Background: an optimization exercise with open tools, aiming at small area. Do not read the settings as production practice.
For this run, only the layout was checked, not whether the RTL still works.

**flow/run.sh**
```bash
#!/bin/bash
# The standard layout (the standard.sh: standard synthesis, then ORFS
# floorplan to finish) with two placement/CTS choices changed:
#  - port buffers use the smallest buffer cell (every port still gets one);
#  - clock tree synthesis adds no dummy loads (same buffers and clustering
#    as config.mk asks for);
#  - after global routing, gates off the critical paths are downsized
#    (ORFS power recovery, RECOVER_POWER=100).
set -euo pipefail
export BUFFER_PORTS_ARGS="-buffer_cell sky130_fd_sc_hd__buf_1"
export CTS_ARGS="-sink_clustering_enable -repair_clock_nets -dont_use_dummy_load -buf_list sky130_fd_sc_hd__clkbuf_8 -sink_clustering_size 18 -sink_clustering_max_diameter 60"
bash standard.sh RECOVER_POWER=100 finish > standard.log 2>&1
```
**standard.sh**
```bash
#!/bin/bash
# synth_recipe.tcl (not shown) runs the flow's synth.tcl, then flattens the netlist and writes it again
# the make line also repeats each setting of config.mk as NAME=value (left out here)
make -C /OpenROAD-flow-scripts/flow DESIGN_CONFIG=/design/flow/config.mk WORK_HOME=/design/flow/orfs CLKGATE_MAP_FILE= SYNTH_SCRIPT=/design/flow/synth_recipe.tcl "${@:-finish}"
```
**config.mk**
```make
export PLATFORM = sky130hd
export DESIGN_NAME = bm_noise_out
export DESIGN_NICKNAME = bm_noise_out
export VERILOG_FILES = /design/flow/design.v
export SDC_FILE = /design/flow/constraint.sdc
export NUM_CORES = 4
export LEC_CHECK = 0
export CAP_MARGIN = 20
export CORE_MARGIN = 2
export CORE_UTILIZATION = 40
export CTS_BUF_LIST = sky130_fd_sc_hd__clkbuf_8
export CTS_CLUSTER_DIAMETER = 60
export CTS_CLUSTER_SIZE = 18
export SLEW_MARGIN = 20
export SYNTH_HIERARCHICAL = 1
export SYNTH_MINIMUM_KEEP_SIZE = 0
```
**constraint.sdc**
```tcl
create_clock -name core_clock -period 8.0 [get_ports {clk}]
set_input_delay 1.6000 -clock core_clock [delete_from_list [all_inputs] [get_ports {clk}]]
set_output_delay 1.6000 -clock core_clock [all_outputs]
set_load 0.01 [all_outputs]
```
**design.v**
```verilog
module bm_noise_out #(
   parameter int DEPTH = 8,
   parameter int AW    = 3
) (
   input  logic          clk,
   input  logic          rst_n,
   input  logic          in_valid,
   output logic          in_ready,
   input  logic [16:0]   f,
   input  logic [15:0]   g0,
   input  logic [15:0]   g1,
   output logic          out_valid,
   input  logic          out_ready,
   output logic [15:0]   out_data,
   output logic          out_idx,
   output logic [AW:0]   fifo_level
);
   logic               init_reg;
   logic               s0_valid_reg;
   logic               s1_valid_reg;
   logic               s2_valid_reg;
   logic [AW-1:0]      wr_ptr_reg;
   logic [AW-1:0]      slot_reg;
   logic [AW:0]        level_reg;
   logic               half_reg;
   logic [16:0]        mem_f  [0:DEPTH-1];
   logic [15:0]        mem_g0 [0:DEPTH-1];
   logic [15:0]        mem_g1 [0:DEPTH-1];
   logic               accept;
   logic               push;
   logic               pop;
   logic [AW+1:0]      occupancy;
   logic               mul_hi;
   logic [16:0]        mul_f;
   logic [15:0]        mul_g;
   logic [15:0]        mul_x;
   logic [15:0]        out_reg;
   assign occupancy = (AW+2)'(level_reg) + (AW+2)'(s0_valid_reg)
                    + (AW+2)'(s1_valid_reg) + (AW+2)'(s2_valid_reg);
   assign in_ready   = init_reg && (occupancy <= (AW+2)'(DEPTH - 1));
   assign accept     = in_valid && in_ready;
   assign push       = s2_valid_reg;
   assign out_valid  = (level_reg != '0);
   assign pop        = out_valid && out_ready && half_reg;
   assign out_idx    = half_reg;
   assign fifo_level = level_reg;
   assign mul_hi   = out_valid && !half_reg;
   assign mul_f    = mem_f[slot_reg];
   assign mul_g    = mul_hi ? mem_g1[slot_reg] : mem_g0[slot_reg];
   logic p1, p2, p3, p4, p5, p6, p7, p8, p9, p10, p11, p12;
   logic p13, p14, p15, p16, p17, p18, p19, p20, p21, p22, p23, p24;
   logic p25, p26, p27, p28, p29, p30, p31, p32, p33, p34, p35, p36;
   logic p37, p38, p39, p40, p41, p42, p43, p44, p45, p46, p47, p48;
   logic p49, p50, p51, p52, p53, p54, p55, p56, p57, p58, p59, p60;
   logic p61, p62, p63, p64, p65, p66, p67, p68, p69, p70, p71, p72;
   logic p73, p74, p75, p76, p77, p78, p79, p80, p81, p82, p83, p84;
   logic p85, p86, p87, p88, p89, p90, p91, p92, p93, p94, p95, p96;
   logic p97, p98, p99, p100, p101, p102, p103, p104, p105, p106, p107, p108;
   logic p109, p110, p111, p112, p113, p114, p115, p116, p117, p118, p119, p120;
   logic p121, p122, p123, p124, p125, p126, p127, p128, p129, p130, p131, p132;
   logic p133, p134, p135, p136, p137, p138, p139, p140, p141, p142, p143, p144;
   logic p145, p146, p147, p148, p149, p150, p151, p152, p153, p154, p155, p156;
   logic p157, p158, p159, p160, p161, p162, p163, p164, p165, p166, p167, p168;
   logic p169, p170, p171, p172, p173, p174, p175, p176, p177, p178, p179, p180;
   logic p181, p182, p183, p184, p185, p186, p187, p188, p189, p190, p191, p192;
   logic p193, p194, p195, p196, p197, p198, p199, p200, p201, p202, p203, p204;
   logic p205, p206, p207, p208, p209, p210, p211, p212, p213, p214, p215, p216;
   logic p217, p218, p219, p220, p221, p222, p223, p224, p225, p226, p227, p228;
   logic p229, p230, p231, p232, p233, p234, p235, p236, p237, p238, p239, p240;
   logic p241, p242, p243, p244, p245, p246, p247, p248, p249, p250, p251, p252;
   logic p253, p254, p255, p256, p257, p258, p259, p260, p261, p262, p263, p264;
   logic p265, p266, p267, p268, p269, p270, p271, p272, s273, c274, s275, c276;
   logic s277, c278, s279, c280, s281, c282, s283, c284, s285, c286, s287, c288;
   logic s289, c290, s291, c292, s293, c294, s295, c296, s297, c298, s299, c300;
   logic s301, c302, s303, c304, s305, c306, s307, c308, s309, c310, s311, c312;
   logic s313, c314, s315, c316, s317, c318, s319, c320, s321, c322, s323, c324;
   logic s325, c326, s327, c328, s329, c330, s331, c332, s333, c334, s335, c336;
   logic s337, c338, s339, c340, s341, c342, s343, c344, s345, c346, s347, c348;
   logic s349, c350, s351, c352, s353, c354, s355, c356, s357, c358, s359, c360;
   logic s361, c362, s363, c364, s365, c366, s367, c368, s369, c370, s371, c372;
   logic s373, c374, s375, c376, s377, c378, s379, c380, s381, c382, s383, c384;
   logic s385, c386, s387, c388, s389, c390, s391, c392, s393, c394, s395, c396;
   logic s397, c398, s399, c400, s401, c402, s403, c404, s405, c406, s407, c408;
   logic s409, c410, s411, c412, s413, c414, s415, c416, s417, c418, s419, c420;
   logic s421, c422, s423, c424, s425, c426, s427, c428, s429, c430, s431, c432;
   logic s433, c434, s435, c436, s437, c438, s439, c440, s441, c442, s443, c444;
   logic s445, c446, s447, c448, s449, c450, s451, c452, s453, c454, s455, c456;
   logic s457, c458, s459, c460, s461, c462, s463, c464, s465, c466, s467, c468;
   logic s469, c470, s471, c472, s473, c474, s475, c476, s477, c478, s479, c480;
   logic s481, c482, s483, c484, s485, c486, s487, c488, s489, c490, s491, c492;
   logic s493, c494, s495, c496, s497, c498, s499, c500, s501, c502, s503, c504;
   logic s505, c506, s507, c508, s509, c510, s511, c512, s513, c514, s515, c516;
   logic s517, c518, s519, c520, s521, c522, s523, c524, s525, c526, s527, c528;
   logic s529, c530, s531, c532, s533, c534, s535, c536, s537, c538, s539, c540;
   logic s541, c542, s543, c544, s545, c546, s547, c548, s549, c550, s551, c552;
   logic s553, c554, s555, c556, s557, c558, s559, c560, s561, c562, s563, c564;
   logic s565, c566, s567, c568, s569, c570, s571, c572, s573, c574, s575, c576;
   logic s577, c578, s579, c580, s581, c582, s583, c584, s585, c586, s587, c588;
   logic s589, c590, s591, c592, s593, c594, s595, c596, s597, c598, s599, c600;
   logic s601, c602, s603, c604, s605, c606, s607, c608, s609, c610, s611, c612;
   logic s613, c614, s615, c616, s617, c618, s619, c620, s621, c622, s623, c624;
   logic s625, c626, s627, c628, s629, c630, s631, c632, s633, c634, s635, c636;
   logic s637, c638, s639, c640, s641, c642, s643, c644, s645, c646, s647, c648;
   logic s649, c650, s651, c652, s653, c654, s655, c656, s657, c658, s659, c660;
   logic s661, c662, s663, c664, s665, c666, s667, c668, s669, c670, s671, c672;
   logic s673, c674, s675, c676, s677, c678, s679, c680, s681, c682, s683, c684;
   logic s685, c686, s687, c688, s689, c690, s691, c692, s693, c694, s695, c696;
   logic s697, c698, s699, c700, s701, c702, s703, c704, s705, c706, s707, c708;
   logic s709, c710, s711, c712, s713, c714, s715, c716, s717, c718, s719, c720;
   logic s721, c722;
   assign p1 = ~(mul_f[0] & mul_g[0]);
   assign p2 = ~(mul_f[0] & mul_g[1]);
   assign p3 = ~(mul_f[0] & mul_g[2]);
   assign p4 = ~(mul_f[0] & mul_g[3]);
   assign p5 = ~(mul_f[0] & mul_g[4]);
   assign p6 = ~(mul_f[0] & mul_g[5]);
   assign p7 = ~(mul_f[0] & mul_g[6]);
   assign p8 = ~(mul_f[0] & mul_g[7]);
   assign p9 = ~(mul_f[0] & mul_g[8]);
   assign p10 = ~(mul_f[0] & mul_g[9]);
   assign p11 = ~(mul_f[0] & mul_g[10]);
   assign p12 = ~(mul_f[0] & mul_g[11]);
   assign p13 = ~(mul_f[0] & mul_g[12]);
   assign p14 = ~(mul_f[0] & mul_g[13]);
   assign p15 = ~(mul_f[0] & mul_g[14]);
   assign p16 = ~(~(mul_f[0] & mul_g[15]));
   assign p17 = ~(mul_f[1] & mul_g[0]);
   assign p18 = ~(mul_f[1] & mul_g[1]);
   assign p19 = ~(mul_f[1] & mul_g[2]);
   assign p20 = ~(mul_f[1] & mul_g[3]);
   assign p21 = ~(mul_f[1] & mul_g[4]);
   assign p22 = ~(mul_f[1] & mul_g[5]);
   assign p23 = ~(mul_f[1] & mul_g[6]);
   assign p24 = ~(mul_f[1] & mul_g[7]);
   assign p25 = ~(mul_f[1] & mul_g[8]);
   assign p26 = ~(mul_f[1] & mul_g[9]);
   assign p27 = ~(mul_f[1] & mul_g[10]);
   assign p28 = ~(mul_f[1] & mul_g[11]);
   assign p29 = ~(mul_f[1] & mul_g[12]);
   assign p30 = ~(mul_f[1] & mul_g[13]);
   assign p31 = ~(mul_f[1] & mul_g[14]);
   assign p32 = ~(~(mul_f[1] & mul_g[15]));
   assign p33 = ~(mul_f[2] & mul_g[0]);
   assign p34 = ~(mul_f[2] & mul_g[1]);
   assign p35 = ~(mul_f[2] & mul_g[2]);
   assign p36 = ~(mul_f[2] & mul_g[3]);
   assign p37 = ~(mul_f[2] & mul_g[4]);
   assign p38 = ~(mul_f[2] & mul_g[5]);
   assign p39 = ~(mul_f[2] & mul_g[6]);
   assign p40 = ~(mul_f[2] & mul_g[7]);
   assign p41 = ~(mul_f[2] & mul_g[8]);
   assign p42 = ~(mul_f[2] & mul_g[9]);
   assign p43 = ~(mul_f[2] & mul_g[10]);
   assign p44 = ~(mul_f[2] & mul_g[11]);
   assign p45 = ~(mul_f[2] & mul_g[12]);
   assign p46 = ~(mul_f[2] & mul_g[13]);
   assign p47 = ~(mul_f[2] & mul_g[14]);
   assign p48 = ~(~(mul_f[2] & mul_g[15]));
   assign p49 = ~(mul_f[3] & mul_g[0]);
   assign p50 = ~(mul_f[3] & mul_g[1]);
   assign p51 = ~(mul_f[3] & mul_g[2]);
   assign p52 = ~(mul_f[3] & mul_g[3]);
   assign p53 = ~(mul_f[3] & mul_g[4]);
   assign p54 = ~(mul_f[3] & mul_g[5]);
   assign p55 = ~(mul_f[3] & mul_g[6]);
   assign p56 = ~(mul_f[3] & mul_g[7]);
   assign p57 = ~(mul_f[3] & mul_g[8]);
   assign p58 = ~(mul_f[3] & mul_g[9]);
   assign p59 = ~(mul_f[3] & mul_g[10]);
   assign p60 = ~(mul_f[3] & mul_g[11]);
   assign p61 = ~(mul_f[3] & mul_g[12]);
   assign p62 = ~(mul_f[3] & mul_g[13]);
   assign p63 = ~(mul_f[3] & mul_g[14]);
   assign p64 = ~(~(mul_f[3] & mul_g[15]));
   assign p65 = ~(mul_f[4] & mul_g[0]);
   assign p66 = ~(mul_f[4] & mul_g[1]);
   assign p67 = ~(mul_f[4] & mul_g[2]);
   assign p68 = ~(mul_f[4] & mul_g[3]);
   assign p69 = ~(mul_f[4] & mul_g[4]);
   assign p70 = ~(mul_f[4] & mul_g[5]);
   assign p71 = ~(mul_f[4] & mul_g[6]);
   assign p72 = ~(mul_f[4] & mul_g[7]);
   assign p73 = ~(mul_f[4] & mul_g[8]);
   assign p74 = ~(mul_f[4] & mul_g[9]);
   assign p75 = ~(mul_f[4] & mul_g[10]);
   assign p76 = ~(mul_f[4] & mul_g[11]);
   assign p77 = ~(mul_f[4] & mul_g[12]);
   assign p78 = ~(mul_f[4] & mul_g[13]);
   assign p79 = ~(mul_f[4] & mul_g[14]);
   assign p80 = ~(~(mul_f[4] & mul_g[15]));
   assign p81 = ~(mul_f[5] & mul_g[0]);
   assign p82 = ~(mul_f[5] & mul_g[1]);
   assign p83 = ~(mul_f[5] & mul_g[2]);
   assign p84 = ~(mul_f[5] & mul_g[3]);
   assign p85 = ~(mul_f[5] & mul_g[4]);
   assign p86 = ~(mul_f[5] & mul_g[5]);
   assign p87 = ~(mul_f[5] & mul_g[6]);
   assign p88 = ~(mul_f[5] & mul_g[7]);
   assign p89 = ~(mul_f[5] & mul_g[8]);
   assign p90 = ~(mul_f[5] & mul_g[9]);
   assign p91 = ~(mul_f[5] & mul_g[10]);
   assign p92 = ~(mul_f[5] & mul_g[11]);
   assign p93 = ~(mul_f[5] & mul_g[12]);
   assign p94 = ~(mul_f[5] & mul_g[13]);
   assign p95 = ~(mul_f[5] & mul_g[14]);
   assign p96 = ~(~(mul_f[5] & mul_g[15]));
   assign p97 = ~(mul_f[6] & mul_g[0]);
   assign p98 = ~(mul_f[6] & mul_g[1]);
   assign p99 = ~(mul_f[6] & mul_g[2]);
   assign p100 = ~(mul_f[6] & mul_g[3]);
   assign p101 = ~(mul_f[6] & mul_g[4]);
   assign p102 = ~(mul_f[6] & mul_g[5]);
   assign p103 = ~(mul_f[6] & mul_g[6]);
   assign p104 = ~(mul_f[6] & mul_g[7]);
   assign p105 = ~(mul_f[6] & mul_g[8]);
   assign p106 = ~(mul_f[6] & mul_g[9]);
   assign p107 = ~(mul_f[6] & mul_g[10]);
   assign p108 = ~(mul_f[6] & mul_g[11]);
   assign p109 = ~(mul_f[6] & mul_g[12]);
   assign p110 = ~(mul_f[6] & mul_g[13]);
   assign p111 = ~(mul_f[6] & mul_g[14]);
   assign p112 = ~(~(mul_f[6] & mul_g[15]));
   assign p113 = ~(mul_f[7] & mul_g[0]);
   assign p114 = ~(mul_f[7] & mul_g[1]);
   assign p115 = ~(mul_f[7] & mul_g[2]);
   assign p116 = ~(mul_f[7] & mul_g[3]);
   assign p117 = ~(mul_f[7] & mul_g[4]);
   assign p118 = ~(mul_f[7] & mul_g[5]);
   assign p119 = ~(mul_f[7] & mul_g[6]);
   assign p120 = ~(mul_f[7] & mul_g[7]);
   assign p121 = ~(mul_f[7] & mul_g[8]);
   assign p122 = ~(mul_f[7] & mul_g[9]);
   assign p123 = ~(mul_f[7] & mul_g[10]);
   assign p124 = ~(mul_f[7] & mul_g[11]);
   assign p125 = ~(mul_f[7] & mul_g[12]);
   assign p126 = ~(mul_f[7] & mul_g[13]);
   assign p127 = ~(mul_f[7] & mul_g[14]);
   assign p128 = ~(~(mul_f[7] & mul_g[15]));
   assign p129 = ~(mul_f[8] & mul_g[0]);
   assign p130 = ~(mul_f[8] & mul_g[1]);
   assign p131 = ~(mul_f[8] & mul_g[2]);
   assign p132 = ~(mul_f[8] & mul_g[3]);
   assign p133 = ~(mul_f[8] & mul_g[4]);
   assign p134 = ~(mul_f[8] & mul_g[5]);
   assign p135 = ~(mul_f[8] & mul_g[6]);
   assign p136 = ~(mul_f[8] & mul_g[7]);
   assign p137 = ~(mul_f[8] & mul_g[8]);
   assign p138 = ~(mul_f[8] & mul_g[9]);
   assign p139 = ~(mul_f[8] & mul_g[10]);
   assign p140 = ~(mul_f[8] & mul_g[11]);
   assign p141 = ~(mul_f[8] & mul_g[12]);
   assign p142 = ~(mul_f[8] & mul_g[13]);
   assign p143 = ~(mul_f[8] & mul_g[14]);
   assign p144 = ~(~(mul_f[8] & mul_g[15]));
   assign p145 = ~(mul_f[9] & mul_g[0]);
   assign p146 = ~(mul_f[9] & mul_g[1]);
   assign p147 = ~(mul_f[9] & mul_g[2]);
   assign p148 = ~(mul_f[9] & mul_g[3]);
   assign p149 = ~(mul_f[9] & mul_g[4]);
   assign p150 = ~(mul_f[9] & mul_g[5]);
   assign p151 = ~(mul_f[9] & mul_g[6]);
   assign p152 = ~(mul_f[9] & mul_g[7]);
   assign p153 = ~(mul_f[9] & mul_g[8]);
   assign p154 = ~(mul_f[9] & mul_g[9]);
   assign p155 = ~(mul_f[9] & mul_g[10]);
   assign p156 = ~(mul_f[9] & mul_g[11]);
   assign p157 = ~(mul_f[9] & mul_g[12]);
   assign p158 = ~(mul_f[9] & mul_g[13]);
   assign p159 = ~(mul_f[9] & mul_g[14]);
   assign p160 = ~(~(mul_f[9] & mul_g[15]));
   assign p161 = ~(mul_f[10] & mul_g[0]);
   assign p162 = ~(mul_f[10] & mul_g[1]);
   assign p163 = ~(mul_f[10] & mul_g[2]);
   assign p164 = ~(mul_f[10] & mul_g[3]);
   assign p165 = ~(mul_f[10] & mul_g[4]);
   assign p166 = ~(mul_f[10] & mul_g[5]);
   assign p167 = ~(mul_f[10] & mul_g[6]);
   assign p168 = ~(mul_f[10] & mul_g[7]);
   assign p169 = ~(mul_f[10] & mul_g[8]);
   assign p170 = ~(mul_f[10] & mul_g[9]);
   assign p171 = ~(mul_f[10] & mul_g[10]);
   assign p172 = ~(mul_f[10] & mul_g[11]);
   assign p173 = ~(mul_f[10] & mul_g[12]);
   assign p174 = ~(mul_f[10] & mul_g[13]);
   assign p175 = ~(mul_f[10] & mul_g[14]);
   assign p176 = ~(~(mul_f[10] & mul_g[15]));
   assign p177 = ~(mul_f[11] & mul_g[0]);
   assign p178 = ~(mul_f[11] & mul_g[1]);
   assign p179 = ~(mul_f[11] & mul_g[2]);
   assign p180 = ~(mul_f[11] & mul_g[3]);
   assign p181 = ~(mul_f[11] & mul_g[4]);
   assign p182 = ~(mul_f[11] & mul_g[5]);
   assign p183 = ~(mul_f[11] & mul_g[6]);
   assign p184 = ~(mul_f[11] & mul_g[7]);
   assign p185 = ~(mul_f[11] & mul_g[8]);
   assign p186 = ~(mul_f[11] & mul_g[9]);
   assign p187 = ~(mul_f[11] & mul_g[10]);
   assign p188 = ~(mul_f[11] & mul_g[11]);
   assign p189 = ~(mul_f[11] & mul_g[12]);
   assign p190 = ~(mul_f[11] & mul_g[13]);
   assign p191 = ~(mul_f[11] & mul_g[14]);
   assign p192 = ~(~(mul_f[11] & mul_g[15]));
   assign p193 = ~(mul_f[12] & mul_g[0]);
   assign p194 = ~(mul_f[12] & mul_g[1]);
   assign p195 = ~(mul_f[12] & mul_g[2]);
   assign p196 = ~(mul_f[12] & mul_g[3]);
   assign p197 = ~(mul_f[12] & mul_g[4]);
   assign p198 = ~(mul_f[12] & mul_g[5]);
   assign p199 = ~(mul_f[12] & mul_g[6]);
   assign p200 = ~(mul_f[12] & mul_g[7]);
   assign p201 = ~(mul_f[12] & mul_g[8]);
   assign p202 = ~(mul_f[12] & mul_g[9]);
   assign p203 = ~(mul_f[12] & mul_g[10]);
   assign p204 = ~(mul_f[12] & mul_g[11]);
   assign p205 = ~(mul_f[12] & mul_g[12]);
   assign p206 = ~(mul_f[12] & mul_g[13]);
   assign p207 = ~(mul_f[12] & mul_g[14]);
   assign p208 = ~(~(mul_f[12] & mul_g[15]));
   assign p209 = ~(mul_f[13] & mul_g[0]);
   assign p210 = ~(mul_f[13] & mul_g[1]);
   assign p211 = ~(mul_f[13] & mul_g[2]);
   assign p212 = ~(mul_f[13] & mul_g[3]);
   assign p213 = ~(mul_f[13] & mul_g[4]);
   assign p214 = ~(mul_f[13] & mul_g[5]);
   assign p215 = ~(mul_f[13] & mul_g[6]);
   assign p216 = ~(mul_f[13] & mul_g[7]);
   assign p217 = ~(mul_f[13] & mul_g[8]);
   assign p218 = ~(mul_f[13] & mul_g[9]);
   assign p219 = ~(mul_f[13] & mul_g[10]);
   assign p220 = ~(mul_f[13] & mul_g[11]);
   assign p221 = ~(mul_f[13] & mul_g[12]);
   assign p222 = ~(mul_f[13] & mul_g[13]);
   assign p223 = ~(mul_f[13] & mul_g[14]);
   assign p224 = ~(~(mul_f[13] & mul_g[15]));
   assign p225 = ~(mul_f[14] & mul_g[0]);
   assign p226 = ~(mul_f[14] & mul_g[1]);
   assign p227 = ~(mul_f[14] & mul_g[2]);
   assign p228 = ~(mul_f[14] & mul_g[3]);
   assign p229 = ~(mul_f[14] & mul_g[4]);
   assign p230 = ~(mul_f[14] & mul_g[5]);
   assign p231 = ~(mul_f[14] & mul_g[6]);
   assign p232 = ~(mul_f[14] & mul_g[7]);
   assign p233 = ~(mul_f[14] & mul_g[8]);
   assign p234 = ~(mul_f[14] & mul_g[9]);
   assign p235 = ~(mul_f[14] & mul_g[10]);
   assign p236 = ~(mul_f[14] & mul_g[11]);
   assign p237 = ~(mul_f[14] & mul_g[12]);
   assign p238 = ~(mul_f[14] & mul_g[13]);
   assign p239 = ~(mul_f[14] & mul_g[14]);
   assign p240 = ~(~(mul_f[14] & mul_g[15]));
   assign p241 = ~(mul_f[15] & mul_g[0]);
   assign p242 = ~(mul_f[15] & mul_g[1]);
   assign p243 = ~(mul_f[15] & mul_g[2]);
   assign p244 = ~(mul_f[15] & mul_g[3]);
   assign p245 = ~(mul_f[15] & mul_g[4]);
   assign p246 = ~(mul_f[15] & mul_g[5]);
   assign p247 = ~(mul_f[15] & mul_g[6]);
   assign p248 = ~(mul_f[15] & mul_g[7]);
   assign p249 = ~(mul_f[15] & mul_g[8]);
   assign p250 = ~(mul_f[15] & mul_g[9]);
   assign p251 = ~(mul_f[15] & mul_g[10]);
   assign p252 = ~(mul_f[15] & mul_g[11]);
   assign p253 = ~(mul_f[15] & mul_g[12]);
   assign p254 = ~(mul_f[15] & mul_g[13]);
   assign p255 = ~(mul_f[15] & mul_g[14]);
   assign p256 = ~(~(mul_f[15] & mul_g[15]));
   assign p257 = ~(mul_f[16] & mul_g[0]);
   assign p258 = ~(mul_f[16] & mul_g[1]);
   assign p259 = ~(mul_f[16] & mul_g[2]);
   assign p260 = ~(mul_f[16] & mul_g[3]);
   assign p261 = ~(mul_f[16] & mul_g[4]);
   assign p262 = ~(mul_f[16] & mul_g[5]);
   assign p263 = ~(mul_f[16] & mul_g[6]);
   assign p264 = ~(mul_f[16] & mul_g[7]);
   assign p265 = ~(mul_f[16] & mul_g[8]);
   assign p266 = ~(mul_f[16] & mul_g[9]);
   assign p267 = ~(mul_f[16] & mul_g[10]);
   assign p268 = ~(mul_f[16] & mul_g[11]);
   assign p269 = ~(mul_f[16] & mul_g[12]);
   assign p270 = ~(mul_f[16] & mul_g[13]);
   assign p271 = ~(mul_f[16] & mul_g[14]);
   assign p272 = ~(~(mul_f[16] & mul_g[15]));
   assign s273 = ~(p14 ^ p29);
   assign c274 = p14 | p29;
   bm_fa u_s275 (.x(p15), .y(p30), .z(p45), .s(s275), .c(c276));
   assign s277 = ~(p60 ^ p75);
   assign c278 = p60 | p75;
   assign s279 = p16 ^ p31;
   assign c280 = p16 & p31;
   bm_fa u_s281 (.x(p46), .y(p61), .z(p76), .s(s281), .c(c282));
   bm_fa u_s283 (.x(p91), .y(p106), .z(p121), .s(s283), .c(c284));
   assign s285 = p32 ^ p47;
   assign c286 = p32 & p47;
   bm_fa u_s287 (.x(p62), .y(p77), .z(p92), .s(s287), .c(c288));
   bm_fa u_s289 (.x(p107), .y(p122), .z(p137), .s(s289), .c(c290));
   assign s291 = ~(p152 ^ p167);
   assign c292 = p152 | p167;
   bm_fa u_s293 (.x(p48), .y(p63), .z(p78), .s(s293), .c(c294));
   bm_fa u_s295 (.x(p93), .y(p108), .z(p123), .s(s295), .c(c296));
   bm_fa u_s297 (.x(p138), .y(p153), .z(p168), .s(s297), .c(c298));
   bm_fa u_s299 (.x(p64), .y(p79), .z(p94), .s(s299), .c(c300));
   bm_fa u_s301 (.x(p109), .y(p124), .z(p139), .s(s301), .c(c302));
   bm_fa u_s303 (.x(p80), .y(p95), .z(p110), .s(s303), .c(c304));
   assign s305 = ~(p10 ^ p25);
   assign c306 = p10 | p25;
   bm_fa u_s307 (.x(p11), .y(p26), .z(p41), .s(s307), .c(c308));
   assign s309 = ~(p56 ^ p71);
   assign c310 = p56 | p71;
   bm_fa u_s311 (.x(p12), .y(p27), .z(p42), .s(s311), .c(c312));
   bm_fa u_s313 (.x(p57), .y(p72), .z(p87), .s(s313), .c(c314));
   assign s315 = ~(p102 ^ p117);
   assign c316 = p102 | p117;
   bm_fa u_s317 (.x(p13), .y(p28), .z(p43), .s(s317), .c(c318));
   bm_fa u_s319 (.x(p58), .y(p73), .z(p88), .s(s319), .c(c320));
   bm_fa u_s321 (.x(p103), .y(p118), .z(p133), .s(s321), .c(c322));
   assign s323 = ~(p148 ^ p163);
   assign c324 = p148 | p163;
   bm_fa u_s325 (.x(p44), .y(p59), .z(p74), .s(s325), .c(c326));
   bm_fa u_s327 (.x(p89), .y(p104), .z(p119), .s(s327), .c(c328));
   bm_fa u_s329 (.x(p134), .y(p149), .z(p164), .s(s329), .c(c330));
   bm_fa u_s331 (.x(p179), .y(p194), .z(p209), .s(s331), .c(c332));
   bm_fa u_s333 (.x(p90), .y(p105), .z(p120), .s(s333), .c(c334));
   bm_fa u_s335 (.x(p135), .y(p150), .z(p165), .s(s335), .c(c336));
   bm_fa u_s337 (.x(p180), .y(p195), .z(p210), .s(s337), .c(c338));
   bm_fa u_s339 (.x(p225), .y(c274), .z(s275), .s(s339), .c(c340));
   bm_fa u_s341 (.x(p136), .y(p151), .z(p166), .s(s341), .c(c342));
   bm_fa u_s343 (.x(p181), .y(p196), .z(p211), .s(s343), .c(c344));
   bm_fa u_s345 (.x(p226), .y(p241), .z(c276), .s(s345), .c(c346));
   bm_fa u_s347 (.x(c278), .y(s279), .z(s281), .s(s347), .c(c348));
   bm_fa u_s349 (.x(p182), .y(p197), .z(p212), .s(s349), .c(c350));
   bm_fa u_s351 (.x(p227), .y(p242), .z(p257), .s(s351), .c(c352));
   bm_fa u_s353 (.x(c280), .y(c282), .z(c284), .s(s353), .c(c354));
   bm_fa u_s355 (.x(s285), .y(s287), .z(s289), .s(s355), .c(c356));
   bm_fa u_s357 (.x(p183), .y(p198), .z(p213), .s(s357), .c(c358));
   bm_fa u_s359 (.x(p228), .y(p243), .z(p258), .s(s359), .c(c360));
   bm_fa u_s361 (.x(c286), .y(c288), .z(c290), .s(s361), .c(c362));
   bm_fa u_s363 (.x(c292), .y(s293), .z(s295), .s(s363), .c(c364));
   bm_fa u_s365 (.x(p154), .y(p169), .z(p184), .s(s365), .c(c366));
   bm_fa u_s367 (.x(p199), .y(p214), .z(p229), .s(s367), .c(c368));
   bm_fa u_s369 (.x(p244), .y(p259), .z(c294), .s(s369), .c(c370));
   bm_fa u_s371 (.x(c296), .y(c298), .z(s299), .s(s371), .c(c372));
   bm_fa u_s373 (.x(p125), .y(p140), .z(p155), .s(s373), .c(c374));
   bm_fa u_s375 (.x(p170), .y(p185), .z(p200), .s(s375), .c(c376));
   bm_fa u_s377 (.x(p215), .y(p230), .z(p245), .s(s377), .c(c378));
   bm_fa u_s379 (.x(p260), .y(c300), .z(c302), .s(s379), .c(c380));
   bm_fa u_s381 (.x(p96), .y(p111), .z(p126), .s(s381), .c(c382));
   bm_fa u_s383 (.x(p141), .y(p156), .z(p171), .s(s383), .c(c384));
   bm_fa u_s385 (.x(p186), .y(p201), .z(p216), .s(s385), .c(c386));
   bm_fa u_s387 (.x(p231), .y(p246), .z(p261), .s(s387), .c(c388));
   bm_fa u_s389 (.x(p112), .y(p127), .z(p142), .s(s389), .c(c390));
   bm_fa u_s391 (.x(p157), .y(p172), .z(p187), .s(s391), .c(c392));
   bm_fa u_s393 (.x(p202), .y(p217), .z(p232), .s(s393), .c(c394));
   bm_fa u_s395 (.x(p128), .y(p143), .z(p158), .s(s395), .c(c396));
   bm_fa u_s397 (.x(p173), .y(p188), .z(p203), .s(s397), .c(c398));
   bm_fa u_s399 (.x(p144), .y(p159), .z(p174), .s(s399), .c(c400));
   assign s401 = ~(p7 ^ p22);
   assign c402 = p7 | p22;
   bm_fa u_s403 (.x(p8), .y(p23), .z(p38), .s(s403), .c(c404));
   assign s405 = ~(p53 ^ p68);
   assign c406 = p53 | p68;
   bm_fa u_s407 (.x(p9), .y(p24), .z(p39), .s(s407), .c(c408));
   bm_fa u_s409 (.x(p54), .y(p69), .z(p84), .s(s409), .c(c410));
   assign s411 = ~(p99 ^ p114);
   assign c412 = p99 | p114;
   bm_fa u_s413 (.x(p40), .y(p55), .z(p70), .s(s413), .c(c414));
   bm_fa u_s415 (.x(p85), .y(p100), .z(p115), .s(s415), .c(c416));
   bm_fa u_s417 (.x(p130), .y(p145), .z(s305), .s(s417), .c(c418));
   bm_fa u_s419 (.x(p86), .y(p101), .z(p116), .s(s419), .c(c420));
   bm_fa u_s421 (.x(p131), .y(p146), .z(p161), .s(s421), .c(c422));
   bm_fa u_s423 (.x(c306), .y(s307), .z(s309), .s(s423), .c(c424));
   bm_fa u_s425 (.x(p132), .y(p147), .z(p162), .s(s425), .c(c426));
   bm_fa u_s427 (.x(p177), .y(c308), .z(c310), .s(s427), .c(c428));
   bm_fa u_s429 (.x(s311), .y(s313), .z(s315), .s(s429), .c(c430));
   bm_fa u_s431 (.x(p178), .y(p193), .z(c312), .s(s431), .c(c432));
   bm_fa u_s433 (.x(c314), .y(c316), .z(s317), .s(s433), .c(c434));
   bm_fa u_s435 (.x(s319), .y(s321), .z(s323), .s(s435), .c(c436));
   bm_fa u_s437 (.x(c318), .y(c320), .z(c322), .s(s437), .c(c438));
   bm_fa u_s439 (.x(c324), .y(s325), .z(s327), .s(s439), .c(c440));
   bm_fa u_s441 (.x(s329), .y(s331), .z(s273), .s(s441), .c(c442));
   bm_fa u_s443 (.x(c326), .y(c328), .z(c330), .s(s443), .c(c444));
   bm_fa u_s445 (.x(c332), .y(s333), .z(s335), .s(s445), .c(c446));
   bm_fa u_s447 (.x(s337), .y(s277), .z(s339), .s(s447), .c(c448));
   bm_fa u_s449 (.x(c334), .y(c336), .z(c338), .s(s449), .c(c450));
   bm_fa u_s451 (.x(s341), .y(s343), .z(s283), .s(s451), .c(c452));
   bm_fa u_s453 (.x(c340), .y(s345), .z(s347), .s(s453), .c(c454));
   bm_fa u_s455 (.x(c342), .y(c344), .z(s349), .s(s455), .c(c456));
   bm_fa u_s457 (.x(s351), .y(s291), .z(c346), .s(s457), .c(c458));
   bm_fa u_s459 (.x(c348), .y(s353), .z(s355), .s(s459), .c(c460));
   bm_fa u_s461 (.x(c350), .y(c352), .z(s357), .s(s461), .c(c462));
   bm_fa u_s463 (.x(s359), .y(s297), .z(c354), .s(s463), .c(c464));
   bm_fa u_s465 (.x(c356), .y(s361), .z(s363), .s(s465), .c(c466));
   bm_fa u_s467 (.x(c358), .y(c360), .z(s365), .s(s467), .c(c468));
   bm_fa u_s469 (.x(s367), .y(s301), .z(c362), .s(s469), .c(c470));
   bm_fa u_s471 (.x(c364), .y(s369), .z(s371), .s(s471), .c(c472));
   bm_fa u_s473 (.x(c366), .y(c368), .z(s373), .s(s473), .c(c474));
   bm_fa u_s475 (.x(s375), .y(s377), .z(s303), .s(s475), .c(c476));
   bm_fa u_s477 (.x(c370), .y(c372), .z(s379), .s(s477), .c(c478));
   bm_fa u_s479 (.x(c374), .y(c376), .z(c378), .s(s479), .c(c480));
   bm_fa u_s481 (.x(c304), .y(s381), .z(s383), .s(s481), .c(c482));
   bm_fa u_s483 (.x(s385), .y(s387), .z(c380), .s(s483), .c(c484));
   bm_fa u_s485 (.x(p247), .y(p262), .z(c382), .s(s485), .c(c486));
   bm_fa u_s487 (.x(c384), .y(c386), .z(c388), .s(s487), .c(c488));
   bm_fa u_s489 (.x(s389), .y(s391), .z(s393), .s(s489), .c(c490));
   bm_fa u_s491 (.x(p218), .y(p233), .z(p248), .s(s491), .c(c492));
   bm_fa u_s493 (.x(p263), .y(c390), .z(c392), .s(s493), .c(c494));
   bm_fa u_s495 (.x(c394), .y(s395), .z(s397), .s(s495), .c(c496));
   bm_fa u_s497 (.x(p189), .y(p204), .z(p219), .s(s497), .c(c498));
   bm_fa u_s499 (.x(p234), .y(p249), .z(p264), .s(s499), .c(c500));
   bm_fa u_s501 (.x(c396), .y(c398), .z(s399), .s(s501), .c(c502));
   bm_fa u_s503 (.x(p160), .y(p175), .z(p190), .s(s503), .c(c504));
   bm_fa u_s505 (.x(p205), .y(p220), .z(p235), .s(s505), .c(c506));
   bm_fa u_s507 (.x(p250), .y(p265), .z(c400), .s(s507), .c(c508));
   bm_fa u_s509 (.x(p176), .y(p191), .z(p206), .s(s509), .c(c510));
   bm_fa u_s511 (.x(p221), .y(p236), .z(p251), .s(s511), .c(c512));
   bm_fa u_s513 (.x(p192), .y(p207), .z(p222), .s(s513), .c(c514));
   assign s515 = ~(p5 ^ p20);
   assign c516 = p5 | p20;
   bm_fa u_s517 (.x(p6), .y(p21), .z(p36), .s(s517), .c(c518));
   assign s519 = ~(p51 ^ p66);
   assign c520 = p51 | p66;
   bm_fa u_s521 (.x(p37), .y(p52), .z(p67), .s(s521), .c(c522));
   bm_fa u_s523 (.x(p82), .y(p97), .z(s401), .s(s523), .c(c524));
   bm_fa u_s525 (.x(p83), .y(p98), .z(p113), .s(s525), .c(c526));
   bm_fa u_s527 (.x(c402), .y(s403), .z(s405), .s(s527), .c(c528));
   bm_fa u_s529 (.x(p129), .y(c404), .z(c406), .s(s529), .c(c530));
   bm_fa u_s531 (.x(s407), .y(s409), .z(s411), .s(s531), .c(c532));
   bm_fa u_s533 (.x(c408), .y(c410), .z(c412), .s(s533), .c(c534));
   bm_fa u_s535 (.x(s413), .y(s415), .z(s417), .s(s535), .c(c536));
   bm_fa u_s537 (.x(c414), .y(c416), .z(s419), .s(s537), .c(c538));
   bm_fa u_s539 (.x(s421), .y(c418), .z(s423), .s(s539), .c(c540));
   bm_fa u_s541 (.x(c420), .y(c422), .z(s425), .s(s541), .c(c542));
   bm_fa u_s543 (.x(c424), .y(s427), .z(s429), .s(s543), .c(c544));
   bm_fa u_s545 (.x(c426), .y(c428), .z(c430), .s(s545), .c(c546));
   bm_fa u_s547 (.x(s431), .y(s433), .z(s435), .s(s547), .c(c548));
   bm_fa u_s549 (.x(c432), .y(c434), .z(c436), .s(s549), .c(c550));
   bm_fa u_s551 (.x(s437), .y(s439), .z(s441), .s(s551), .c(c552));
   bm_fa u_s553 (.x(c438), .y(c440), .z(c442), .s(s553), .c(c554));
   bm_fa u_s555 (.x(s443), .y(s445), .z(s447), .s(s555), .c(c556));
   bm_fa u_s557 (.x(c444), .y(c446), .z(s449), .s(s557), .c(c558));
   bm_fa u_s559 (.x(s451), .y(c448), .z(s453), .s(s559), .c(c560));
   bm_fa u_s561 (.x(c450), .y(c452), .z(s455), .s(s561), .c(c562));
   bm_fa u_s563 (.x(s457), .y(c454), .z(s459), .s(s563), .c(c564));
   bm_fa u_s565 (.x(c456), .y(s461), .z(c458), .s(s565), .c(c566));
   bm_fa u_s567 (.x(s463), .y(c460), .z(s465), .s(s567), .c(c568));
   bm_fa u_s569 (.x(c462), .y(s467), .z(c464), .s(s569), .c(c570));
   bm_fa u_s571 (.x(s469), .y(c466), .z(s471), .s(s571), .c(c572));
   bm_fa u_s573 (.x(c468), .y(s473), .z(s475), .s(s573), .c(c574));
   bm_fa u_s575 (.x(c470), .y(c472), .z(s477), .s(s575), .c(c576));
   bm_fa u_s577 (.x(c474), .y(c476), .z(s479), .s(s577), .c(c578));
   bm_fa u_s579 (.x(s481), .y(c478), .z(s483), .s(s579), .c(c580));
   bm_fa u_s581 (.x(c480), .y(c482), .z(s485), .s(s581), .c(c582));
   bm_fa u_s583 (.x(s487), .y(s489), .z(c484), .s(s583), .c(c584));
   bm_fa u_s585 (.x(s491), .y(c486), .z(c488), .s(s585), .c(c586));
   bm_fa u_s587 (.x(c490), .y(s493), .z(s495), .s(s587), .c(c588));
   bm_fa u_s589 (.x(c492), .y(s497), .z(s499), .s(s589), .c(c590));
   bm_fa u_s591 (.x(c494), .y(c496), .z(s501), .s(s591), .c(c592));
   bm_fa u_s593 (.x(c498), .y(c500), .z(s503), .s(s593), .c(c594));
   bm_fa u_s595 (.x(s505), .y(c502), .z(s507), .s(s595), .c(c596));
   bm_fa u_s597 (.x(p266), .y(c504), .z(c506), .s(s597), .c(c598));
   bm_fa u_s599 (.x(s509), .y(s511), .z(c508), .s(s599), .c(c600));
   bm_fa u_s601 (.x(p237), .y(p252), .z(p267), .s(s601), .c(c602));
   bm_fa u_s603 (.x(c510), .y(c512), .z(s513), .s(s603), .c(c604));
   bm_fa u_s605 (.x(p208), .y(p223), .z(p238), .s(s605), .c(c606));
   bm_fa u_s607 (.x(p253), .y(p268), .z(c514), .s(s607), .c(c608));
   bm_fa u_s609 (.x(p224), .y(p239), .z(p254), .s(s609), .c(c610));
   assign s611 = ~(p4 ^ p19);
   assign c612 = p4 | p19;
   bm_fa u_s613 (.x(p35), .y(p50), .z(p65), .s(s613), .c(c614));
   bm_fa u_s615 (.x(p81), .y(c516), .z(s517), .s(s615), .c(c616));
   bm_fa u_s617 (.x(c518), .y(c520), .z(s521), .s(s617), .c(c618));
   bm_fa u_s619 (.x(c522), .y(s525), .z(c524), .s(s619), .c(c620));
   bm_fa u_s621 (.x(c526), .y(c528), .z(s529), .s(s621), .c(c622));
   bm_fa u_s623 (.x(c530), .y(c532), .z(s533), .s(s623), .c(c624));
   bm_fa u_s625 (.x(c534), .y(s537), .z(c536), .s(s625), .c(c626));
   bm_fa u_s627 (.x(c538), .y(s541), .z(c540), .s(s627), .c(c628));
   bm_fa u_s629 (.x(c542), .y(c544), .z(s545), .s(s629), .c(c630));
   bm_fa u_s631 (.x(c546), .y(c548), .z(s549), .s(s631), .c(c632));
   bm_fa u_s633 (.x(c550), .y(c552), .z(s553), .s(s633), .c(c634));
   bm_fa u_s635 (.x(c554), .y(s557), .z(c556), .s(s635), .c(c636));
   bm_fa u_s637 (.x(c558), .y(s561), .z(c560), .s(s637), .c(c638));
   bm_fa u_s639 (.x(c562), .y(s565), .z(c564), .s(s639), .c(c640));
   bm_fa u_s641 (.x(c566), .y(s569), .z(c568), .s(s641), .c(c642));
   bm_fa u_s643 (.x(s573), .y(c570), .z(c572), .s(s643), .c(c644));
   bm_fa u_s645 (.x(c574), .y(s577), .z(c576), .s(s645), .c(c646));
   bm_fa u_s647 (.x(c578), .y(s581), .z(s583), .s(s647), .c(c648));
   bm_fa u_s649 (.x(c582), .y(s585), .z(s587), .s(s649), .c(c650));
   bm_fa u_s651 (.x(s589), .y(c586), .z(c588), .s(s651), .c(c652));
   bm_fa u_s653 (.x(c590), .y(s593), .z(c592), .s(s653), .c(c654));
   bm_fa u_s655 (.x(c594), .y(s597), .z(c596), .s(s655), .c(c656));
   bm_fa u_s657 (.x(s601), .y(c598), .z(s603), .s(s657), .c(c658));
   bm_fa u_s659 (.x(c602), .y(s605), .z(c604), .s(s659), .c(c660));
   bm_fa u_s661 (.x(p269), .y(c606), .z(s609), .s(s661), .c(c662));
   bm_fa u_s663 (.x(p240), .y(p255), .z(p270), .s(s663), .c(c664));
   assign s665 = ~(p3 ^ p18);
   assign c666 = p3 | p18;
   bm_fa u_s667 (.x(p34), .y(p49), .z(s611), .s(s667), .c(c668));
   bm_fa u_s669 (.x(c612), .y(s613), .z(s515), .s(s669), .c(c670));
   bm_fa u_s671 (.x(c614), .y(s519), .z(s615), .s(s671), .c(c672));
   bm_fa u_s673 (.x(c616), .y(s617), .z(s523), .s(s673), .c(c674));
   bm_fa u_s675 (.x(c618), .y(s527), .z(s619), .s(s675), .c(c676));
   bm_fa u_s677 (.x(s531), .y(c620), .z(s621), .s(s677), .c(c678));
   bm_fa u_s679 (.x(c622), .y(s623), .z(s535), .s(s679), .c(c680));
   bm_fa u_s681 (.x(c624), .y(s539), .z(s625), .s(s681), .c(c682));
   bm_fa u_s683 (.x(s543), .y(c626), .z(s627), .s(s683), .c(c684));
   bm_fa u_s685 (.x(s547), .y(c628), .z(s629), .s(s685), .c(c686));
   bm_fa u_s687 (.x(s551), .y(c630), .z(s631), .s(s687), .c(c688));
   bm_fa u_s689 (.x(c632), .y(s633), .z(s555), .s(s689), .c(c690));
   bm_fa u_s691 (.x(c634), .y(s559), .z(s635), .s(s691), .c(c692));
   bm_fa u_s693 (.x(s563), .y(c636), .z(s637), .s(s693), .c(c694));
   bm_fa u_s695 (.x(s567), .y(c638), .z(s639), .s(s695), .c(c696));
   bm_fa u_s697 (.x(s571), .y(c640), .z(s641), .s(s697), .c(c698));
   bm_fa u_s699 (.x(s575), .y(c642), .z(s643), .s(s699), .c(c700));
   bm_fa u_s701 (.x(s579), .y(c644), .z(s645), .s(s701), .c(c702));
   bm_fa u_s703 (.x(c580), .y(c646), .z(s647), .s(s703), .c(c704));
   bm_fa u_s705 (.x(c584), .y(s649), .z(c648), .s(s705), .c(c706));
   bm_fa u_s707 (.x(s591), .y(c650), .z(s651), .s(s707), .c(c708));
   bm_fa u_s709 (.x(s595), .y(c652), .z(s653), .s(s709), .c(c710));
   bm_fa u_s711 (.x(s599), .y(c654), .z(s655), .s(s711), .c(c712));
   bm_fa u_s713 (.x(c600), .y(s657), .z(c656), .s(s713), .c(c714));
   bm_fa u_s715 (.x(s607), .y(c658), .z(s659), .s(s715), .c(c716));
   bm_fa u_s717 (.x(c608), .y(s661), .z(c660), .s(s717), .c(c718));
   bm_fa u_s719 (.x(c610), .y(s663), .z(c662), .s(s719), .c(c720));
   bm_fa u_s721 (.x(p256), .y(p271), .z(c664), .s(s721), .c(c722));
   logic [32:0] ra, rb, sum;
   assign ra = {1'b0, p272, s721, s719, c716, s715, c712, c710, c708, s707, c704, c702, c700, c698, c696, c694, c692, c690, c688, c686, c684, c682, c680, c678, c676, c674, c672, c670, c668, c666, p33, p2, p1};
   assign rb = {1'b1, c722, c720, c718, s717, c714, s713, s711, s709, c706, s705, s703, s701, s699, s697, s695, s693, s691, s689, s687, s685, s683, s681, s679, s677, s675, s673, s671, s669, s667, s665, p17, 1'b1};
   logic [17:0] lo;
   logic [15:0] hi;
   assign lo = {1'b0, ra[16:0]} + {1'b0, rb[16:0]} + 18'd1;
   assign hi = ra[32:17] + rb[32:17] + 16'(lo[17]);
   assign sum = {hi, lo[16:0]};
   assign mul_x = ~sum[32:17];
   assign out_data = out_valid ? out_reg : 16'h0000;
   always_ff @(posedge clk or negedge rst_n) begin
      if (!rst_n) begin
         init_reg     <= 1'b0;
         s0_valid_reg <= 1'b0;
         s1_valid_reg <= 1'b0;
         s2_valid_reg <= 1'b0;
         wr_ptr_reg   <= '0;
         slot_reg     <= '0;
         level_reg    <= '0;
         half_reg     <= 1'b0;
      end else begin
         init_reg     <= 1'b1;
         s0_valid_reg <= accept;
         s1_valid_reg <= s0_valid_reg;
         s2_valid_reg <= s1_valid_reg;
         if (accept) wr_ptr_reg <= wr_ptr_reg + AW'(1);
         if (out_valid && out_ready && !half_reg) slot_reg <= slot_reg + AW'(1);
         level_reg <= level_reg + (AW+1)'(push) - (AW+1)'(pop);
         if (out_valid && out_ready) half_reg <= ~half_reg;
      end
   end
   always_ff @(posedge clk) begin
      if (!out_valid || out_ready) out_reg <= mul_x;
   end
   always_ff @(posedge clk) begin
      if (accept) begin
         mem_f[wr_ptr_reg]  <= f;
         mem_g0[wr_ptr_reg] <= g0;
         mem_g1[wr_ptr_reg] <= g1;
      end
   end
endmodule
module bm_fa (
   input  logic x, y, z,
   output logic s, c
);
   assign s = x ^ y ^ z;
   assign c = (x & y) | (x & z) | (y & z);
endmodule
```
==> impl_metrics.py <==
metrics = {
    "global_route": {
        "grt_pass1_vias": 12800,
        "grt_max_degree": 50,
        "track_usage": 0.167,
        "antenna_found_initial": 3,
        "grt_pass1_wl_um": 75900,
        "grt-ovfl-total": 0,
    },
    "setup_path": {
        "cp_slowest_cell": "mux4_2",
        "path_max_fanout": 7,
        "end_kind": "register",
        "worstPathArrival_ns": 8.02,
        "r2r_slack_ns": 0.32,
        "r2r-start": "slot_reg[0]",
        "crit_top_cell": "fa_1",
        "max_stage_delay_ns": 0.64,
        "critPathLaunch": "slot_reg[0]",
        "criticalPathCategory": "register to register",
        "start_kind": "register",
        "required_ns": 8.33,
    },
    "floorplanning": {
        "core-area_um2": 57400,
        "start_util": 0.403,
        "die-area_um2": 59700,
        "rows": 88,
        "fp.dieH_um": 244,
        "dieWidth_um": 244,
        "io_pins": 76,
    },
    "layout": {
        "drive_above_1_share": 0.197,
        "syn2layout_area_growth_pct": 9.83,
        "top_register": "mem_f",
        "nNetsFinal": 1824,
        "final_core_util": 0.442,
        "largest_reg_flops": 136,
        "stdcell_count": 2266,
        "reg_top3": "mem_f x136, mem_g0 x128, mem_g1 x128",
        "final_area_um2": 25400,
    },
    "synth": {
        "synth_edf_count": 408,
        "synth_nets": 1685,
        "synth_warnings": 7,
        "yosys_register_bits": 423,
        "async_flop_share": 0.0355,
        "yosysTopAreaCell": "edfxtp_1",
        "ys_types": 50,
        "ys_top_cells_by_area": "edfxtp_1, fa_1, mux4_2",
        "synthCells": 1363,
        "ys.flop_type": "edfxtp_1",
        "synth_top_area_frac": 0.530,
        "syn-cell-area_um2": 23100,
        "avgSynthCellArea_um2": 16.9,
        "synth_seq_area_share": 0.547,
    },
    "placement": {
        "routabilityCongestion": 0.817,
        "dpl.hpwl_um": 33100,
        "place_area_um2": 24600,
        "dpl.cell_count": 2202,
        "io_buffers": 75,
        "preCtsSetupSlack_ns": 0.0600,
    },
    "clock_network": {
        "root_buffer": "clkbuf_8",
        "clk_pin_slew_ns": 0.11,
        "postCtsHoldBufs": 0,
        "cts_tree": "done",
        "cts_buffers": 29,
        "clk_latency_ns": 0.64,
        "clock_path_buffers": 3,
        "htree_num_levels": 1,
        "numClockSinks": 423,
    },
    "sta": {
        "maxSlewViolCount": 400,
        "period_share": 0.960,
        "tightest_slew_ns": 3.83,
        "period_needed_ns": 7.68,
        "setup_violations": 0,
        "setup_slack_ns": 0.317,
        "hold_viol": 0,
        "relSlewSlack": -1.56,
        "fin_worst_skew_ns": 0.0810,
        "fmax_mhz": 130,
        "holdWs_ns": 0.420,
    },
    "routing": {
        "drtAntennaViolNets": 0,
        "firstDrtPassIters": 5,
        "drc_errors": 0,
        "wl_um": 50400,
        "viasPerCell": 5.28,
        "avgRoutedWirePerCell_um": 22.2,
        "vias": 12000,
        "drt_iter0_markers": 844,
    },
    "status": {
        "status": "failed layout checks",
        "violatedChecks": "max-capacitance violations, max-slew violations",
    },
    "hold_path": {
        "hold_path_class": "register to register",
        "hold_start": "s1_valid_reg",
    },
    "job": {
        "drv_cap": 8,
    },
}
-- final timing paths --
path | end | depth (start not counted)
max | out_reg[14] | 26
min | s2_valid_reg | 0
max reg2reg | out_reg[14] | 26
min reg2reg | s2_valid_reg | 0
max in group asynchronous | slot_reg[0] | 1
min in group asynchronous | init_reg | 1
-- routing by layer --
| metal | vias to the layer above | global-route usage | part of all wire |
|---|---|---|---|
| li1 | 5186 | - | - |
| met1 | 6447 | 0.225 | 0.43 |
| met2 | 274 | 0.288 | 0.51 |
| met3 | 52 | 0.0254 | 0.045 |
| met4 | 4 | 0.0378 | 0.015 |
| met5 | - | 0 | 0.00042 |
-- repair_timing --
item,in CTS,in global routing
setup endpoints to repair,0,9
buffers inserted,0,31
gates resized for setup,0,19
-- layout by cell type (no fill, tap or decap), drive strengths merged, types with 6 or more instances in the layout --
cell,count
mux2,19
nor3,7
edfxtp,408
buf,112
clkbuf,91
and2,62
nor2,19
xor2,6
inv,48
o21ai,13
a21oi,17
dfrtp,15
fa,214
nand2,240
mux4,114
xnor2,10
ha,55
nand3,6
-- cell type report --
type	instances	area, µm²
Inverter	48	180
Multi-Input combinational cell	826	9920
Antenna cell	1	2.50
Clock buffer	29	399
Timing Repair Buffer	174	1270
Tap cell	765	957
Sequential cell	423	12600
Fill cell	5028	32000
-- per-module statistics from Yosys, one instance, submodules excluded --
module        flops+latches  cells inside  area [µm²]
bm_noise_out            423          1154       18900
bm_fa                     0             1        20.0
-- cells by family after synthesis --
group | share of synthesized area
flops | 0.547
simple gates | 0.0703
fa+ha+maj | 0.215
mux | 0.121
buf+inv | 0.0271
compound gates | 0.0137
xor+xnor | 0.00607
other cells | 0.000162
-- cell usage after synthesis, types with 2 or more instances --
cell	number
nand4_1	3
buf_12	2
nor3_1	7
and2_1	62
o21ai_0	13
nand3_1	6
xnor2_1	10
xor2_1	6
a21oi_1	17
ha_1	55
a21boi_0	2
nand2_1	220
a21o_1	3
fa_1	214
nand2_2	20
and3_1	3
a31oi_1	2
or2_2	2
nor2_1	19
dfrtp_1	15
nand2b_1	5
inv_1	48
o21a_1	2
buf_1	2
nor2b_1	4
buf_2	24
clkbuf_1	16
buf_6	14
mux2_2	19
edfxtp_1	408
buf_4	8
mux4_2	114
-- metrics by stage --
| step | TNS, ns |
|---|---|
| 6_report | 0 |
| 5_1_grt | -0.00162 |
| 4_1_cts | 0 |
| 3_5_place_dp | 0 |
| 3_3_place_gp | 0 |
| 2_1_floorplan | 0 |
-- worst max-delay path, delay by kind of cell (launching register included) --
family	cells	cell delay (ns)
and+or+nand+nor	7	0.70
AOI/OAI and AO/OA	5	0.78
muxes	3	1.35
DFF	1	0.49
adders and majority gates	8	3.56
buffers and inverters	3	0.53

==> static timing again, ports no longer ideal <==
How much do the figures lean on ideal ports? The routed layout below was timed once more, with nothing changed but the port constraints. Step 1 (the two cells are an assumption about what drives the block):
set clk [get_ports {clk}]
set_driving_cell -lib_cell sky130_fd_sc_hd__clkbuf_16 $clk
set_driving_cell -lib_cell sky130_fd_sc_hd__buf_2 [delete_from_list [all_inputs] $clk]
Step 2, shift: input delay + t, output delay - t, t = (earliest + latest rising clock arrival at the registers) / 2. This alone moves slack from input paths to output paths. a / b / c = ideal / step 1 / step 2; a / b = the first two.
t (ns): 0.650
setup WS [ns]: 0.317 / 0.317 / 0.317
slew at the worst register clock pin (ns): 0.11 / 0.11
worst slew at a driven data input, ns: 0.09
cell pins on the clock port's net: 1
The setup slack of this run moves by 0.000 ns with the drivers and by 0.000 ns with both steps.
